This design comes from an exercise in tuning for small area on the open sky130 flow, not from production work.
In this exercise RTL edits were held to simulation tests only and were not proved equivalent to the original.
Power and IR drop assume default switching activity.

==> flow/design.v <==
module multi_tick_counter #(
    parameter int CLK_FREQ     = 50_000,
    parameter int NUM_CH       = 8,
    parameter int BIT_WIDTH    = 32,
    parameter int DVSR_W       = 16,
    parameter int DEFAULT_DVSR = 50_000,
    parameter int LED_CH       = 0
) (
    input  logic                        clk,
    input  logic                        rst,
    input  logic [NUM_CH-1:0]           ch_en,
    input  logic [NUM_CH-1:0]           ch_up,
    input  logic [NUM_CH-1:0]           ch_oneshot,
    input  logic [NUM_CH-1:0]           clr,
    input  logic                        cfg_wr,
    input  logic [$clog2(NUM_CH):0]     cfg_ch,
    input  logic [DVSR_W-1:0]           cfg_dvsr,
    input  logic [BIT_WIDTH-1:0]        cfg_limit,
    output logic [NUM_CH*BIT_WIDTH-1:0] count_out,
    output logic [NUM_CH-1:0]           tc_pulse,
    output logic [NUM_CH-1:0]           done,
    output logic                        heartbeat,
    output logic [3:0]                  led
);
    localparam int CH_W = $clog2(NUM_CH) + 1;
    localparam int HB_W = (CLK_FREQ > 1) ? $clog2(CLK_FREQ) : 1;
    localparam logic [DVSR_W-1:0] DVSR_RST = DVSR_W'(DEFAULT_DVSR);
    logic [NUM_CH-1:0][DVSR_W-1:0]    q_x, q_q;
    logic [NUM_CH-1:0][DVSR_W-1:0]    dvsr_x, dvsr_q;
    logic [NUM_CH-1:0][BIT_WIDTH-1:0] count_q;
    logic [NUM_CH-1:0][BIT_WIDTH-1:0] limit_x, limit_q;
    logic [NUM_CH-1:0]                done_q;
    logic [NUM_CH-1:0]                tc_q;
    logic [3:0]                       led_q;
    logic                             heartbeat_q;
    for (genvar i = 0; i < NUM_CH; i++) begin : g_ch
        logic                 cfg_hit;
        logic [DVSR_W-1:0]    dvsr_d, q_d, q_t;
        logic [BIT_WIDTH-1:0] limit_d, count_d, c_t, ld_val;
        logic                 q_eq, tick, active, lt, nz, term, step, load, tc_d, done_d;
        assign q_q[i]     = q_x[i] ^ DVSR_RST;
        assign dvsr_q[i]  = dvsr_x[i] ^ DVSR_RST;
        assign limit_q[i] = ~limit_x[i];
        assign cfg_hit = cfg_wr && (cfg_ch == CH_W'(i));
        assign dvsr_d  = cfg_hit ? cfg_dvsr  : dvsr_q[i];
        assign limit_d = cfg_hit ? cfg_limit : limit_q[i];
        always_comb begin
            q_eq   = 1'b1;
            q_t[0] = 1'b1;
            for (int b = 0; b < DVSR_W; b++) begin
                q_eq = q_eq & ~q_q[i][b];
                if (b > 0) q_t[b] = q_t[b-1] & ~q_q[i][b-1];
            end
        end
        assign tick = ch_en[i] & q_eq;
        assign q_d = (tick | cfg_hit | clr[i]) ? dvsr_d : (q_q[i] ^ (q_t & {DVSR_W{ch_en[i]}}));
        always_comb begin
            lt     = 1'b0;
            nz     = 1'b0;
            c_t[0] = 1'b1;
            for (int b = 0; b < BIT_WIDTH; b++) begin
                lt = (~count_q[i][b] & limit_q[i][b]) | (~count_q[i][b] & lt) | (limit_q[i][b] & lt);
                nz = nz | count_q[i][b];
                if (b > 0) c_t[b] = c_t[b-1] & ~(count_q[i][b-1] ^ ch_up[i]);
            end
        end
        assign active = tick & ~(ch_oneshot[i] & done_q[i]);
        assign term   = ch_up[i] ? ~lt : ~nz;
        assign step   = active & ~term & ~clr[i];
        assign load   = clr[i] | (active & term & ~ch_oneshot[i]);
        assign ld_val = ch_up[i] ? '0 : (clr[i] ? limit_d : limit_q[i]);
        assign count_d = load ? ld_val : (count_q[i] ^ (c_t & {BIT_WIDTH{step}}));
        assign tc_d   = active & term & ~clr[i];
        assign done_d = (clr[i] | cfg_hit) ? 1'b0 : (done_q[i] | (active & term & ch_oneshot[i]));
        always_ff @(posedge clk or posedge rst) begin
            if (rst) begin
                q_x[i]     <= '0;
                count_q[i] <= '0;
                dvsr_x[i]  <= '0;
                limit_x[i] <= '0;
                done_q[i]  <= 1'b0;
                tc_q[i]    <= 1'b0;
            end else begin
                q_x[i]     <= q_d ^ DVSR_RST;
                count_q[i] <= count_d;
                dvsr_x[i]  <= dvsr_d ^ DVSR_RST;
                limit_x[i] <= ~limit_d;
                done_q[i]  <= done_d;
                tc_q[i]    <= tc_d;
            end
        end
    end
    logic hb_wrap;
    if (CLK_FREQ == 50_000) begin : g_hb_lfsr
        localparam logic [15:0] HB_R = 16'h2004;
        localparam logic [15:0] HB_E = 16'hb002;
        logic [15:0] hb_x, hb_q, hb_d;
        assign hb_q = hb_x ^ HB_R;    
        assign hb_wrap = (hb_q == HB_E);
        always_comb begin
            hb_d     = {hb_q[14:0], ~(hb_q[15] ^ hb_q[11] ^ hb_q[6] ^ hb_q[0])};
            hb_d[14] = hb_q[13] ^ hb_wrap;
        end
        always_ff @(posedge clk or posedge rst) begin
            if (rst) hb_x <= '0;
            else     hb_x <= hb_d ^ HB_R;
        end
    end else begin : g_hb_bin
        localparam logic [HB_W-1:0] HB_LAST = HB_W'(CLK_FREQ - 1);
        logic [HB_W-1:0] hb_q;
        assign hb_wrap = (hb_q == HB_LAST);
        always_ff @(posedge clk or posedge rst) begin
            if (rst)          hb_q <= '0;
            else if (hb_wrap) hb_q <= '0;
            else              hb_q <= hb_q + HB_W'(1);
        end
    end
    always_ff @(posedge clk or posedge rst) begin
        if (rst) begin
            heartbeat_q <= 1'b0;
            led_q       <= '0;
        end else begin
            heartbeat_q <= heartbeat_q ^ hb_wrap;
            led_q       <= count_q[LED_CH][BIT_WIDTH-1 -: 4];
        end
    end
    assign count_out = count_q;
    assign tc_pulse  = tc_q;
    assign done      = done_q;
    assign heartbeat = heartbeat_q;
    assign led       = led_q;
endmodule
==> flow/flow/run.sh <==
#!/bin/bash
# Standard ORFS layout (the standard.sh, unchanged synthesis) with these changes:
# Yosys/ABC buffers are removed at floorplan; input ports are buffered with buf_2 and output
# ports with buf_1 (flow/buffer_ports.tcl); post-placement repair uses only small buffers
# (flow/pre_resize.tcl); CTS uses small clock buffers in clusters of at most 8 sinks, with
# no dummy loads.
set -euo pipefail
HERE=$(pwd)
bash standard.sh \
  "REMOVE_ABC_BUFFERS=1" \
  "DONT_BUFFER_PORTS=1" \
  "PRE_GLOBAL_PLACE_TCL=$HERE/flow/buffer_ports.tcl" \
  "PRE_RESIZE_TCL=$HERE/flow/pre_resize.tcl" \
  "CTS_ARGS=-sink_clustering_enable -repair_clock_nets -dont_use_dummy_load -buf_list sky130_fd_sc_hd__clkbuf_4 -sink_clustering_size 8 -sink_clustering_max_diameter 50" \
  finish > standard_make.log 2>&1
==> flow/flow/buffer_ports.tcl <==
# Sourced by ORFS before global placement (PRE_GLOBAL_PLACE_TCL): buffer every input port
# with buf_2 (they fan out to all eight channels) and every output port with buf_1;
# DONT_BUFFER_PORTS=1 then skips ORFS's own buffer_ports call.
buffer_ports -inputs -buffer_cell sky130_fd_sc_hd__buf_2
buffer_ports -outputs -buffer_cell sky130_fd_sc_hd__buf_1
==> flow/flow/pre_resize.tcl <==
# Sourced by ORFS before the post-placement repair_design (PRE_RESIZE_TCL): keep the large
# buffers out of slew/capacitance repair, so high-fanout nets get trees of small buffers.
set_dont_use {
  sky130_fd_sc_hd__buf_6 sky130_fd_sc_hd__buf_8 sky130_fd_sc_hd__buf_12 sky130_fd_sc_hd__buf_16
  sky130_fd_sc_hd__bufbuf_8 sky130_fd_sc_hd__bufbuf_16 sky130_fd_sc_hd__bufinv_8
  sky130_fd_sc_hd__bufinv_16 sky130_fd_sc_hd__clkbuf_8 sky130_fd_sc_hd__clkbuf_16
  sky130_fd_sc_hd__clkdlybuf4s15_2 sky130_fd_sc_hd__clkdlybuf4s18_2
  sky130_fd_sc_hd__clkdlybuf4s25_2 sky130_fd_sc_hd__clkdlybuf4s50_2
}
==> flow/standard.sh <==
#!/bin/bash
# synth_recipe.tcl (not shown) runs the flow's synth.tcl, then flattens the netlist and writes it again
# the make line also repeats each setting of config.mk as NAME=value (left out here)
make -C /OpenROAD-flow-scripts/flow DESIGN_CONFIG=/design/flow/config.mk WORK_HOME=/design/flow/orfs CLKGATE_MAP_FILE= SYNTH_SCRIPT=/design/flow/synth_recipe.tcl "${@:-finish}"
==> flow/config.mk <==
export PLATFORM = sky130hd
export DESIGN_NAME = multi_tick_counter
export DESIGN_NICKNAME = multi_tick_counter
export VERILOG_FILES = /design/flow/design.v
export SDC_FILE = /design/flow/constraint.sdc
export NUM_CORES = 4
export LEC_CHECK = 0
export CAP_MARGIN = 20
export CORE_MARGIN = 2
export CORE_UTILIZATION = 65
export GPL_TIMING_DRIVEN = 0
export PLACE_DENSITY = 0.75
export SLEW_MARGIN = 20
==> flow/constraint.sdc <==
create_clock -name core_clock -period 5.0 [get_ports {clk}]
set_input_delay 1.0000 -clock core_clock [delete_from_list [all_inputs] [get_ports {clk}]]
set_output_delay 1.0000 -clock core_clock [all_outputs]
set_load 0.01 [all_outputs]
==> summary.txt, run 1 <==
The synthesized netlist occupies a cell area of 46200 um2. CTS saw 805 sinks. Among the stages of the critical path, the cell type that occurs most often is buf_2. The setup check on the worst reg-to-reg path leaves a slack of 420 ps.

Entering global routing, the biggest net connects 102 pins. For the final database, setup skew stands at 84.2 ps. After technology mapping, the gate count stands at 5228.

Leaving out fill and tap cells, the most frequent cells in the layout are dfrtp_1, nand2_1, o21ai_0, nor2_1, buf_1. The net count of the finished layout is 5458. The tools report the leakage power figure as 19.7 nW. The tools report the placeable core region as 70100 um2.

The peak ir drop on the vdd network was 0.000264 V; the total of warnings raised by yosys was 1. The slew at the pin closest to its max-slew limit is 1090 ps, and the worst hold slack after final layout is 95.5 ps. The later pin in the worst-skew pair is clocked with a latency of 950 ps. TritonCTS built the clock tree. The kind of launch point of the worst setup path was a flip-flop.

Buffers inserted during clock tree synthesis total 117. The worst path in the final design needs a cycle of 4580 ps, including I/O delays and setup. The first global-routing pass estimated 222 mm of wire.

The worst relative slew slack was 27.2%. The cell with the biggest individual delay on the critical path was or4_1. Number of antenna violations at the first check in global routing: 21. The post-synthesis average cell area is 8.83 um2. Setup repair after global routing left no endpoint under its margin.

The signal on the critical path passes through or4b_1 > nor3_4 > or4b_4 > or4_1 > o41ai_2 > buf_2 > buf_2 > buf_2 > buf_2 > o22ai_1. During placement, the flow inserted port buffers numbering 363. Among all flip-flop cells after synthesis, the most frequent one is dfrtp_1.

The placer congestion estimate is 0.953, and the clock transition time at the flip-flop clock pins of the worst setup and hold paths is 90 ps. The number of design rule violations left after detail routing was 0; the fraction of layout cells with a size suffix above 1 was 9.07%. For the initial cell density of the core, the log shows 65.8%. The y dimension of the die was 271 um.

The largest single stage delay on the critical path is 770 ps. Of the synthesized area, sequential elements account for 43.6%. The worst setup path is of the flip-flop to flip-flop kind. The startpoint identified for the worst register-to-register timing path is q_x[64]. Counting flops with a built-in enable in the synthesized netlist gives 0.

The tools report the residual antenna-violating net count after detailed routing as 0. The tools report the beginning of the critical path as q_x[64]. Counting cells, the worst reg-to-reg path comes to 10. The logs give 364 for the count of boundary I/O pins and 3 for the number of buffers on the longest clock path. The total length of routed wires was 143 mm; the number of DRC violations after detailed-routing iteration 0 was 4913.

Leading cell type in the layout, fill and taps excluded: dfrtp_1. The width of the die is 271 um, and the floorplan row count is 97. The data required time at the worst endpoint was 5760 ps. The min-delay analysis places its worst path in the category input port to async pin. The fraction of the cycle the final worst path needs is 91.6%, and the iteration count of the initial detailed-routing pass is 6. The final count of hold timing violations is 0. The clock root buffer is clkbuf_4. The worst setup path is captured at a flip-flop.

For the total of hold buffers inserted after clock tree synthesis, the log shows 0. The endpoint of the most critical register-to-register path was count_q[144]. The final max-slew violation count was 0; the worst slack at placement was -614 ps. Once detailed placement completed, the half-perimeter wirelength came to 94.5 mm. Total power for the finished layout comes to 16.8 mW.

The data arrival time of the critical path came out at 5340 ps. For the timing-limited maximum frequency, the log shows 0.218 GHz. The count of H-tree levels built during CTS was 3; the via count of the first global-routing pass was 38.4k.

The share of flip-flops with an asynchronous set or reset after synthesis was 100%. The filler cells instantiated in the layout total 5818. In this run the worst path has a maximum fanout of 9. Compared with the post-synthesis result, the final layout area differs by 5.91%. Setup violations remaining at the end of the flow were counted as 0. The global router's overall resource usage is 38.4%, and the area of the die is 73200 um2. In the post-route analysis, the smallest setup slack over all paths is 418 ps. Once layout is done, the placed cells without fillers occupy 48900 um2. The run finished with no timing, DRC or antenna violations. The instance area at placement is 47900 um2, and the vias after detailed routing is 41.4k.

The detailed-route wire length per cell is 22.6 um, and the via-per-instance ratio is 6.55. Across the run, the number of max-cap violations was 0. The netlist uses 94 different library cells. The number of synthesized register bits was 805.

After global routing the overflow that remains totals 0. Dividing total power by cell area gives a power density of 344 nW/um2.
[worst max-delay path, delay by kind of cell, from the launching register on]
family	cells	cell delay (ps)
AOI/OAI and AO/OA	2	790
buffers and inverters	4	940
DFF	1	400
and+or+nand+nor	4	2250
[area by class of cell]
cell class,count,area (um2),share of cell area [%]
diodes,23,57.6,0.118
multi-input cells,3932,24400,49.9
well taps,940,1180,2.40
clock buffers,117,878,1.80
repair buffers,419,1900,3.89
inverters,88,338,0.691
flip-flops and latches,805,20100,41.2
[cells in the mapped netlist, drive strengths merged (48+ instances only)]
| master | instances | area (um2) |
|---|---|---|
| or3 | 87 | 544 |
| o21ai | 493 | 2470 |
| mux2 | 128 | 1440 |
| nand3 | 123 | 616 |
| xor2 | 152 | 1330 |
| a31oi | 64 | 400 |
| nor2 | 450 | 1690 |
| nand2 | 612 | 2300 |
| clkbuf | 380 | 1430 |
| o22ai | 199 | 1250 |
| nand3b | 48 | 360 |
| and2 | 50 | 313 |
| a2bb2oi | 76 | 666 |
| nor4 | 80 | 547 |
| nor3 | 158 | 827 |
| a21oi | 211 | 1060 |
| inv | 86 | 323 |
| mux2i | 62 | 621 |
| dfrtp | 805 | 20100 |
| xnor2 | 231 | 2020 |
[worst max path at each step]
stage                         endpoint  slack [ps]
after floorplan             count_q[0]      -18610
after global placement     limit_x[78]      -27580
after detailed placement   count_q[76]        -610
after CTS                 count_q[237]         220
after global routing      count_q[144]         190
final                     count_q[144]         420
[logic make-up after synthesis]
logic type | count (synthesis) | share of synthesized area [%]
AOI/OAI and AO/OA | 1449 | 20.1
xor gates and xnor gates | 383 | 7.26
and+or+nand+nor | 1886 | 20.0
DFF | 805 | 43.6
buffers and inverters | 492 | 4.05
adders and majority gates | 23 | 0.542
muxes | 190 | 4.46
[state kept, by name, summed over array words and instances, names as in the netlist]
signal          cells
q_x               128
g_hb_lfsr.hb_x     16
done_q              8
dvsr_x            128
limit_x           256
heartbeat_q         1
count_q           256
tc_q                8
led_q               4
[report_power, final]
group	switching [mW]	internal [mW]	total, mW
clock	2.25	1.06	3.32
sequential	1.51	7.64	9.15
combinational	2.50	1.87	4.36
[routing by layer]
layer  routed length (um)  part of all wire [%]  up-vias  global-route usage, %
met2                62700                    44     1885                   57.1
met4                 7200                   5.0       12                   18.5
met5                   89                 0.062        -                      0
met1                58100                    41    19998                   53.0
li1                     -                     -    19157                      -
met3                14700                    10      366                   9.29
[timing repair]
item | CTS | global route
hold endpoints to repair | 0 | 0
pin swaps | 0 | 2
resized for setup | 1 | 4
setup buffers | 0 | 4
cloned | 0 | 1
endpoints found under the setup margin | 17 | 35
[through the flow]
| stage | utilization (%) | cells | TNS (ps) |
|---|---|---|---|
| 2_1_floorplan | - | 4824 | - |
| 3_5_place_dp | 68.2 | 6178 | -22260 |
| 4_1_cts | 69.5 | 6295 | 0 |
| 3_3_place_gp | 67.4 | 6127 | - |
| 6_report | 69.7 | 6324 | 0 |
| 5_1_grt | 69.7 | 6308 | 0 |
==> inputs of run 2 (changes only) <==
--- a/flow/config.mk
+++ b/flow/config.mk
@@ -8,6 +8,6 @@
 export CAP_MARGIN = 20
 export CORE_MARGIN = 2
-export CORE_UTILIZATION = 65
+export CORE_UTILIZATION = 72
 export GPL_TIMING_DRIVEN = 0
-export PLACE_DENSITY = 0.75
+export PLACE_DENSITY = 0.8
 export SLEW_MARGIN = 20
==> run 2 against run 1 <==
Via count rose by 2.1%. Largest power group unchanged. Routed wire length fell by 1.3%. Register-to-register slack got worse by 220 ps. Synthesized area did not move. Sequential share of layout area rose by 0.096 points. Clock-buffer cell count fell by 2. Die area fell by 9.6%. Critical endpoint is now count_q[246]. Clock skew fell by 2.3 ps. Setup slack got worse by 220 ps.
==> summary.txt, run 2 <==
The initial cell density of the core is 73.1% (was 65.8%). The type of the most critical hold path was input port to async pin (unchanged). The worst slack at placement was -542 ps (was -614 ps).

The count of boundary I/O pins came out at 364 (unchanged). For the end-of-flow core utilization, the log shows 77.2% (was 69.7%). The tools report the number of instances in the synthesized netlist as 5228 (unchanged). Critical path class: flip-flop to flip-flop (unchanged). The number of synthesized register bits was 805 (unchanged); the number of sinks on the clock net was 805 (unchanged).

For the HPWL after detailed placement, the log shows 93.3 mm (was 94.5 mm). The run gives 94 (unchanged) as the post-synthesis cell type count. The tools report the floorplan row count as 92 (was 97). Cell area after layout: 48800 um2 (was 48900 um2). The part of the total power dissipated in combinational logic came out at 26.1% (was 25.9%).

The slew at the pin closest to its max-slew limit is 1070 ps (was 1090 ps). For the area of the die, the log shows 66200 um2 (was 73200 um2). The power density relative to cell area was 345 nW/um2 (was 344 nW/um2).

The tools report the instance area at placement as 47800 um2 (was 47900 um2). Setup repair after global routing could not meet its margin everywhere. The logs give 81.9 ps (was 84.2 ps) for the worst clock skew and 0 (unchanged) for the total of hold buffers inserted after clock tree synthesis.

The pin count of the biggest net entering global routing is 87 (was 102), and the leftover overflow at the end of global routing is 0 (unchanged). The data arrival time of the critical path is 5600 ps (was 5340 ps). The beginning of the critical path was q_x[112] (was q_x[64]). The top fanout value on the critical path is 29 (was 9), and the via-per-instance ratio is 6.77 (was 6.55). The logs give 0 (unchanged) for the setup-violating endpoint count in the final report and 28.1% (was 27.2%) for the worst relative slew slack. The run gives 6.27 mW (was 6.26 mW) as the switching power summed over all nets.

The logs give 42.3k (was 41.4k) for the vias after detailed routing and 3 (unchanged) for the count of H-tree levels built during CTS. For the count of maximum capacitance violations, the log shows 0 (unchanged). The run finished with no timing, DRC or antenna violations.

The post-route worst setup slack is 195 ps (was 418 ps), and the y dimension of the die is 257 um (was 271 um). The run gives 219 mm (was 222 mm) as the global-route wire length before repair. The leakage power figure was 19.7 nW (about the same); the iteration count of the initial detailed-routing pass was 9 (was 6). The highest cell delay on the worst timing path is 780 ps (was 770 ps). The number of gates on the worst path with buffers counted was 9 (was 10); the number of flops mapped to enable cells by yosys was 0 (unchanged). The cell area after technology mapping was 46200 um2 (unchanged); the share of synthesized area occupied by flip-flops and latches was 43.6% (unchanged).

The share of flip-flops with an asynchronous set or reset after synthesis works out to 100% (unchanged). The width of the die came out at 257 um (was 271 um). CP Cell Sequence: nor4b_2 > nand4b_1 > nor3b_1 > nand2_1 > a2111oi_0 > nand3_2 > nor4_1 > xnor2_1 > mux2i_1 (was or4b_1 > nor3_4 > or4b_4 > or4_1 > o41ai_2 > buf_2 > buf_2 > buf_2 > buf_2 > o22ai_1). For the internal power summed over all cells, the log shows 10.6 mW (about the same). The clock root buffer was clkbuf_4 (unchanged). Commonest cells after routing, fill and taps aside: dfrtp_1, nand2_1, o21ai_0, nor2_1, buf_1 (unchanged).

The launch point of the worst reg-to-reg path was q_x[112] (was q_x[64]). The tools report the met2 layer usage reported by global route as 61.9% (was 57.1%). For the clock group share of total power, the log shows 19.5% (was 19.7%).

The fraction of layout cells with a size suffix above 1 is 9.03% (was 9.07%). The tools report the placeable core region as 63200 um2 (was 70100 um2). The post-synthesis average cell area is 8.83 um2 (unchanged). The proportion of total power due to net switching is 37.3% (was 37.2%). The total length of routed wires is 141 mm (was 143 mm), and the timing-limited maximum frequency is 0.208 GHz (was 0.218 GHz). For the summed negative setup slack over all endpoints, the log shows 0 ps (unchanged). The clock insertion delay at the later pin of the skew report was 990 ps (was 950 ps).

The run gives 57.2% (was 53.0%) as the met1 usage in global routing. The total of warnings raised by yosys is 1 (unchanged). The biggest area consumer among synthesized cells is dfrtp_1 (unchanged). Total power: 16.8 mW (about the same). The family with the most delay on the worst path is simple AND/OR/NAND/NOR gates (unchanged). The global router's overall resource usage was 41.9% (was 38.4%).

The cell with the biggest individual delay on the critical path is a2111oi_0 (was or4_1). The residual antenna-violating net count after detailed routing was 0 (unchanged); the detailed-route wire length per cell was 22.6 um (about the same). The logs give 54.5% (was 54.4%) for the sequential share of power and 115 (was 117) for the CTS buffer count. The placer congestion estimate is 0.949 (was 0.953). The combined buffer and inverter count along the critical path is 0 (was 4), and the number of antenna violations at the first check in global routing is 20 (was 21). Peak ir drop on the vdd network: 0.000287 V (was 0.000264 V).

The final period demand of the worst path is 4810 ps (was 4580 ps), and the met3 track demand over resource is 10.3% (was 9.29%). The run gives 5457 (was 5458) as the net count of the finished layout. The tools report the kind of launch point of the worst setup path as a flip-flop (unchanged). TritonCTS built the clock tree. Largest registers: count_q x256, limit_x x256 (unchanged).

The tools report the data required time at the worst endpoint as 5790 ps (was 5760 ps). Most common cell in the netlist: dfrtp_1 (unchanged). The fraction of the cycle the final worst path needs is 96.1% (was 91.6%), and the share of the synthesized area in the top cell type is 43.6% (unchanged). Dominant register cell in the synthesized netlist: dfrtp_1 (unchanged).

Synth cell count leaders: dfrtp_1, nand2_1, o21ai_0 (unchanged). The run gives 4685 (was 5818) as the filler cell count in the final layout. The area growth from synthesis to layout was 5.66% (was 5.91%). Main area contributors after synthesis: dfrtp_1, o21ai_0, nand2_1 (unchanged). The run gives 38.6k (was 38.4k) as the via count of the first global-routing pass.

The count of input and output buffers is 363 (unchanged), and the number of buffers on the longest clock path is 3 (unchanged). The logs give 5911 (was 4913) for the number of DRC violations after detailed-routing iteration 0 and 0 (unchanged) for the number of design rule violations left after detail routing. The final count of hold timing violations is 0 (unchanged). The clock transition time at the flip-flop clock pins of the worst setup and hold paths came out at 90 ps (about the same). The number of cells on the worst reg-to-reg path works out to 9 (was 10). The final max-slew violation count is 0 (unchanged).

The leading cell type in the layout, fill and taps excluded is dfrtp_1 (unchanged). Most used routing layer: met2 (unchanged). Category of the worst setup path capture point: a flip-flop (unchanged).
==> run 2: worst paths after layout <==
path	endpoint	slack [ps]
setup / recovery	count_q[246]	190
hold / removal	count_q[216]	280
setup reg to reg	count_q[246]	190
hold reg to reg	g_hb_lfsr.hb_x[9]	360
max in group asynchronous	count_q[88]	1630
min in group core_clock	done_q[6]	300
==> run 2: per-stage QoR <==
step,instances,hold slack (ps)
after global placement,6033,364
final,6249,281
after floorplan,4824,354
after global routing,6218,263
after CTS,6200,240
after detailed placement,6085,360
==> run 2: area by class of cell <==
cell class              count  area [um2]  area share (%)
clock buffers             115         863            1.77
multi-input cells        3931       24400            50.0
inverters                  88         338           0.692
well taps                 846        1060            2.17
diodes                     43         108           0.221
repair buffers            421        1880            3.85
flip-flops and latches    805       20100            41.3
==> run 2: repair_timing <==
item | CTS | global route
setup buffers | 0 | 6
setup endpoints to repair | 0 | 53
gates resized for setup | 0 | 1
==> run 2: kinds of logic after synthesis <==
family          count (synthesis)  synth area share, %
buf+inv                       492                 4.05
xor+xnor                      383                 7.26
compound gates               1449                 20.1
fa+ha+maj                      23                0.542
mux                           190                 4.46
flops                         805                 43.6
simple gates                 1886                 20.0
==> run 2: power by group through the flow <==
stage,Clock (mW),Combinational [mW],Sequential (mW)
2_1_floorplan,0,2.95,8.96
3_3_place_gp,0,4.10,9.18
3_5_place_dp,0,4.30,9.21
4_1_cts,3.29,4.32,9.09
5_1_grt,3.55,4.86,9.32
6_report,3.27,4.38,9.16
==> run 2: worst min-delay path, cell delays in order <==
cell and delay [ps]:
buf_2 130, inv_8 40, buf_4 630
==> run 2: layer usage <==
| metal | up-vias | share of wire, % | routed length, um |
|---|---|---|---|
| li1 | 19193 | - | - |
| met1 | 20328 | 39 | 54400 |
| met2 | 2296 | 44 | 62500 |
| met3 | 483 | 11 | 16100 |
| met4 | 4 | 5.6 | 7960 |
| met5 | - | 0.019 | 27 |
==> inputs of run 3 (changes only) <==
--- a/flow/design.v
+++ b/flow/design.v
@@ -37,5 +37,5 @@
         logic                 cfg_hit;
         logic [DVSR_W-1:0]    dvsr_d, q_d, q_t;
-        logic [BIT_WIDTH-1:0] limit_d, count_d, c_t, ld_val;
+        logic [BIT_WIDTH-1:0] limit_d, count_d, c_t;
         logic                 q_eq, tick, active, lt, nz, term, step, load, tc_d, done_d;
         assign q_q[i]     = q_x[i] ^ DVSR_RST;
@@ -69,6 +69,7 @@
         assign step   = active & ~term & ~clr[i];
         assign load   = clr[i] | (active & term & ~ch_oneshot[i]);
-        assign ld_val = ch_up[i] ? '0 : (clr[i] ? limit_d : limit_q[i]);
-        assign count_d = load ? ld_val : (count_q[i] ^ (c_t & {BIT_WIDTH{step}}));
+        assign count_d = clr[i] ? (ch_up[i] ? '0 : limit_d) :
+                         load   ? (ch_up[i] ? '0 : limit_q[i]) :
+                                  (count_q[i] ^ (c_t & {BIT_WIDTH{step}}));
         assign tc_d   = active & term & ~clr[i];
         assign done_d = (clr[i] | cfg_hit) ? 1'b0 : (done_q[i] | (active & term & ch_oneshot[i]));
--- a/flow/config.mk
+++ b/flow/config.mk
@@ -8,6 +8,6 @@
 export CAP_MARGIN = 20
 export CORE_MARGIN = 2
-export CORE_UTILIZATION = 72
+export CORE_UTILIZATION = 65
 export GPL_TIMING_DRIVEN = 0
-export PLACE_DENSITY = 0.8
+export PLACE_DENSITY = 0.75
 export SLEW_MARGIN = 20
==> run 3 against run 2 <==
Setup slack better by 280 ps. Final cell count is 4.3% lower. Register-to-register slack better by 280 ps. Total power is 3.1% lower. Largest cell class unchanged. Largest power group unchanged.
==> summary.txt, run 3 <==
The share of flip-flops with an asynchronous set or reset after synthesis is 100% (unchanged). The net count of the finished layout came out at 5176 (was 5457). TritonCTS built the clock tree.

The timing-limited maximum frequency is 0.221 GHz (was 0.208 GHz), and the leakage power figure is 18.8 nW (was 19.7 nW). The biggest area consumer among synthesized cells is dfrtp_1 (unchanged). The number of buffers on the longest clock path was 3 (unchanged).

The logs give 20.2% (was 19.5%) for the clock group share of total power and 0 (unchanged) for the final max-slew violation count. The clock transition time at the flip-flop clock pins of the worst setup and hold paths is 90 ps (about the same), and the post-synthesis cell type count is 88 (was 94). The final period demand of the worst path was 4530 ps (was 4810 ps); the count of input and output buffers was 363 (unchanged). For the switching power summed over all nets, the log shows 5.92 mW (was 6.27 mW). The setup-violating endpoint count in the final report was 0 (unchanged).

The total length of routed wires came out at 136 mm (was 141 mm). The worst clock skew was 131 ps (was 81.9 ps). The tools report the placer congestion estimate as 0.915 (was 0.949). The leftover overflow at the end of global routing was 0 (unchanged); the width of the die was 265 um (was 257 um). The run gives 22.9% (was 28.1%) as the worst relative slew slack. Cell area after technology mapping: 44400 um2 (was 46200 um2). The post-synthesis average cell area is 9.02 um2 (was 8.83 um2). The cell repeated most along the worst path was nand2_1. For the number of cells in the finished layout apart from fillers, the log shows 5979 (was 6249). Vias after detailed routing: 39.5k (was 42.3k). Clock root buffer: clkbuf_4 (unchanged). The data arrival time of the critical path was 5240 ps (was 5600 ps). The number of flops mapped to enable cells by yosys came out at 0 (unchanged).

The detailed-route wire length per cell is 22.8 um (was 22.6 um). The y dimension of the die came out at 265 um (was 257 um). For the iteration count of the initial detailed-routing pass, the log shows 7 (was 9). For the residual antenna-violating net count after detailed routing, the log shows 0 (unchanged). Count of boundary I/O pins: 364 (unchanged). The floorplan row count is 95 (was 92). Main area contributors after synthesis: dfrtp_1, nand2_1, o21ai_0 (was dfrtp_1, o21ai_0, nand2_1). The via count of the first global-routing pass was 36.6k (was 38.6k); the total area of sequential cells was 20100 um2 (unchanged).

The category of the worst setup path capture point is a flip-flop (unchanged). Commonest cells after routing, fill and taps aside: dfrtp_1, nand2_1, o21ai_0, nor2_1, buf_1 (unchanged). The run gives 4915 (was 5228) as the number of instances in the synthesized netlist.

The area occupied by multi-input gates is 22800 um2 (was 24400 um2). The most common cell in the netlist was dfrtp_1 (unchanged). The count of maximum capacitance violations is 0 (unchanged), and the share of synthesized area occupied by flip-flops and latches is 45.4% (was 43.6%). The top fanout value on the critical path is 18 (was 29), and the peak ir drop on the vdd network is 0.000264 V (was 0.000287 V).

For the total setup buffers inserted after CTS, the log shows 0 (unchanged). The instance area at placement was 46000 um2 (was 47800 um2); the global-route wire length before repair was 212 mm (was 219 mm). The critical path class was flip-flop to flip-flop (unchanged). The area growth from synthesis to layout is 6.05% (was 5.66%), and the flop-to-flop setup slack is 470 ps (was 190 ps). The number of synthesized register bits is 805 (unchanged), and the fraction of layout cells with a size suffix above 1 is 8.54% (was 9.03%). The final count of hold timing violations was 0 (unchanged); the highest cell delay on the worst timing path was 950 ps (was 780 ps).

The worst slack at placement came out at -321 ps (was -542 ps). Leading cell type in the layout, fill and taps excluded: dfrtp_1 (unchanged). The internal power summed over all cells was 10.4 mW (was 10.6 mW); the global router's overall resource usage was 38.5% (was 41.9%). The number of antenna violations at the first check in global routing came out at 22 (was 20).

Dominant register cell in the synthesized netlist: dfrtp_1 (unchanged). The cell with the biggest individual delay on the critical path is nor4_1 (was a2111oi_0). The number of cells on the worst reg-to-reg path was 8 (was 9); the clock insertion delay at the later pin of the skew report was 1000 ps (was 990 ps). The power density relative to cell area was 347 nW/um2 (was 345 nW/um2). The endpoint of the most critical register-to-register path was count_q[95] (was count_q[246]). The number of DRC violations after detailed-routing iteration 0 is 4128 (was 5911), and the count of H-tree levels built during CTS is 3 (unchanged). The tools report the launch point of the worst reg-to-reg path as q_x[33] (was q_x[112]). The run gives 69.8% (was 77.2%) as the end-of-flow core utilization. Post-route worst setup slack: 470 ps (was 195 ps). Number of sinks on the clock net: 805 (unchanged).

The proportion of total power due to net switching was 36.3% (was 37.3%). The worst hold path startpoint is ch_oneshot[2]. For the CTS buffer count, the log shows 117 (was 115). For the placeable core region, the log shows 67400 um2 (was 63200 um2).

The total of warnings raised by yosys was 1 (unchanged). The cell area after layout came out at 47000 um2 (was 48800 um2). Area of the die: 70300 um2 (was 66200 um2). The initial cell density of the core is 65.8% (was 73.1%), and the number of design rule violations left after detail routing is 0 (unchanged). The via-per-instance ratio was 6.60 (was 6.77); the data required time at the worst endpoint was 5710 ps (was 5790 ps).

The sequential share of power was 56.1% (was 54.5%). The slew at the pin closest to its max-slew limit is 1140 ps (was 1070 ps). The logs give 23.7% (was 26.1%) for the part of the total power dissipated in combinational logic and 88 (was 87) for the pin count of the biggest net entering global routing. For the total power, the log shows 16.3 mW (was 16.8 mW).

CP Cell Sequence: nor4b_1 > nand2_1 > nor2_1 > nand2_1 > nor4_1 > a21o_1 > buf_16 > o221ai_1 (was nor4b_2 > nand4b_1 > nor3b_1 > nand2_1 > a2111oi_0 > nand3_2 > nor4_1 > xnor2_1 > mux2i_1). The endpoint of the worst hold path is done_q[2]. Setup repair after global routing left no endpoint under its margin. For the filler cell count in the final layout, the log shows 5551 (was 4685). The type of the most critical hold path was input port to flip-flop (was input port to async pin). The HPWL after detailed placement is 90.5 mm (was 93.3 mm), and the depth of the worst hold-timing path is 3.

Synth cell count leaders: dfrtp_1, nand2_1, o21ai_0 (unchanged). The run gives 5831 (was 6085) as the placed instance count. The share of the synthesized area in the top cell type is 45.4% (was 43.6%). The tools report the kind of launch point of the worst setup path as a flip-flop (unchanged). Largest registers: count_q x256, limit_x x256 (unchanged). The flow ran to the end and the layout has no timing, DRC or antenna violations. The fraction of the cycle the final worst path needs came out at 90.6% (was 96.1%).
-- run 3: cell families (layout without fill, tap and decap cells) --
kind of cell	after synthesis	count (layout)	synth area share, %
AND/OR/NAND/NOR	1812	1812	20.0
multiplexers	97	97	2.41
XOR/XNOR	403	403	7.96
flip-flops	805	805	45.4
buffers and inverters	413	577	3.59
AO/OA/AOI/OAI	1359	1359	20.0
other	0	27	0
adder cells (fa/ha/maj)	26	26	0.632
-- run 3: cell type report --
cell class	count	area share, %
multi-input combinational	3697	48.6
sequential	805	42.8
timing repair buffer	408	3.84
tap	873	2.32
clock buffer	117	1.87
inverter	52	0.431
antenna	27	0.144
-- run 3: metal layers --
metal	vias up	GRT usage, %	share of wire (%)
met5	-	0	0.035
met4	6	16.3	4.5
met3	353	8.72	9.9
met2	1780	57.4	44
met1	19159	54.5	42
li1	18191	-	-
-- run 3: worst max-delay path by stage --
stage	startpoint	to	slack (ps)	cells after the start
finish	q_x[33]	count_q[95]	470	8
global placement	rst	count_q[89]	-27500	2
global route	q_x[33]	count_q[95]	130	8
CTS	q_x[33]	count_q[95]	240	7
detailed placement	ch_en[2]	count_q[90]	-320	8
floorplan	rst	count_q[0]	-18610	1
-- run 3: power groups by stage --
| stage | logic (mW) | registers (mW) | clock network [mW] |
|---|---|---|---|
| global placement | 3.68 | 9.18 | 0 |
| CTS | 3.84 | 9.08 | 3.34 |
| global route | 4.32 | 9.32 | 3.58 |
| finish | 3.87 | 9.14 | 3.30 |
| floorplan | 2.62 | 8.95 | 0 |
| detailed placement | 3.82 | 9.21 | 0 |
-- run 3: per-stage QoR --
| step | hold WS, ps | setup TNS (ps) |
|---|---|---|
| 6_report | 361 | 0 |
| 5_1_grt | 303 | 0 |
| 4_1_cts | 296 | 0 |
| 3_5_place_dp | 361 | -9880 |
| 3_3_place_gp | 362 | - |
| 2_1_floorplan | 354 | - |
-- run 3: repair_timing --
item	in CTS	in global routing
setup endpoints to repair	0	11
hold buffers	1	0
endpoints found under the hold margin	46	0
gates resized for setup	0	1
-- run 3: worst max-delay path, delay by kind of cell, from the launching register on --
family / cells / cell delay (ps)
AND/OR/NAND/NOR: 5 / 2850
AO/OA/AOI/OAI: 2 / 730
flip-flops: 1 / 420
buffers and inverters: 1 / 230

## port drivers added, routing unchanged
No port has a modelled driver above. Below, the same layouts with a new extraction and two added sets of constraints. Step 1 sets driving cells, clkbuf_16 on the clock port and buf_2 on the other inputs (assumed; they add their load-dependent delay and slew). Step 2 moves the port delays by t, midway between the first and last clock arrival at a register: inputs arrive t later, outputs are due t later. That takes back most of the time a late clock gives input paths. a / b / c = no drivers / after step 1 / after step 2; a / b = the first two.
run	t, ns	slack for setup (ns)	hold slack, ns	clock arrival spread, ns	worst register clock-pin slew, ns
run 1	0.988	0.418 / 0.418 / -0.194	0.096 / 0.048 / 0.378	0.105 / 0.105	0.11 / 0.11
run 2	1.015	0.195 / 0.195 / -0.401	0.281 / 0.237 / 0.358	0.086 / 0.086	0.11 / 0.11
run 3	0.995	0.470 / 0.470 / -0.242	0.361 / 0.332 / 0.373	0.138 / 0.138	0.11 / 0.11
With both steps, setup timing fails in every run listed, where it was met with ideal ports. For run 3, which loses most, drivers alone change the setup slack by 0.000 ns; drivers and shift together by -0.712 ns.
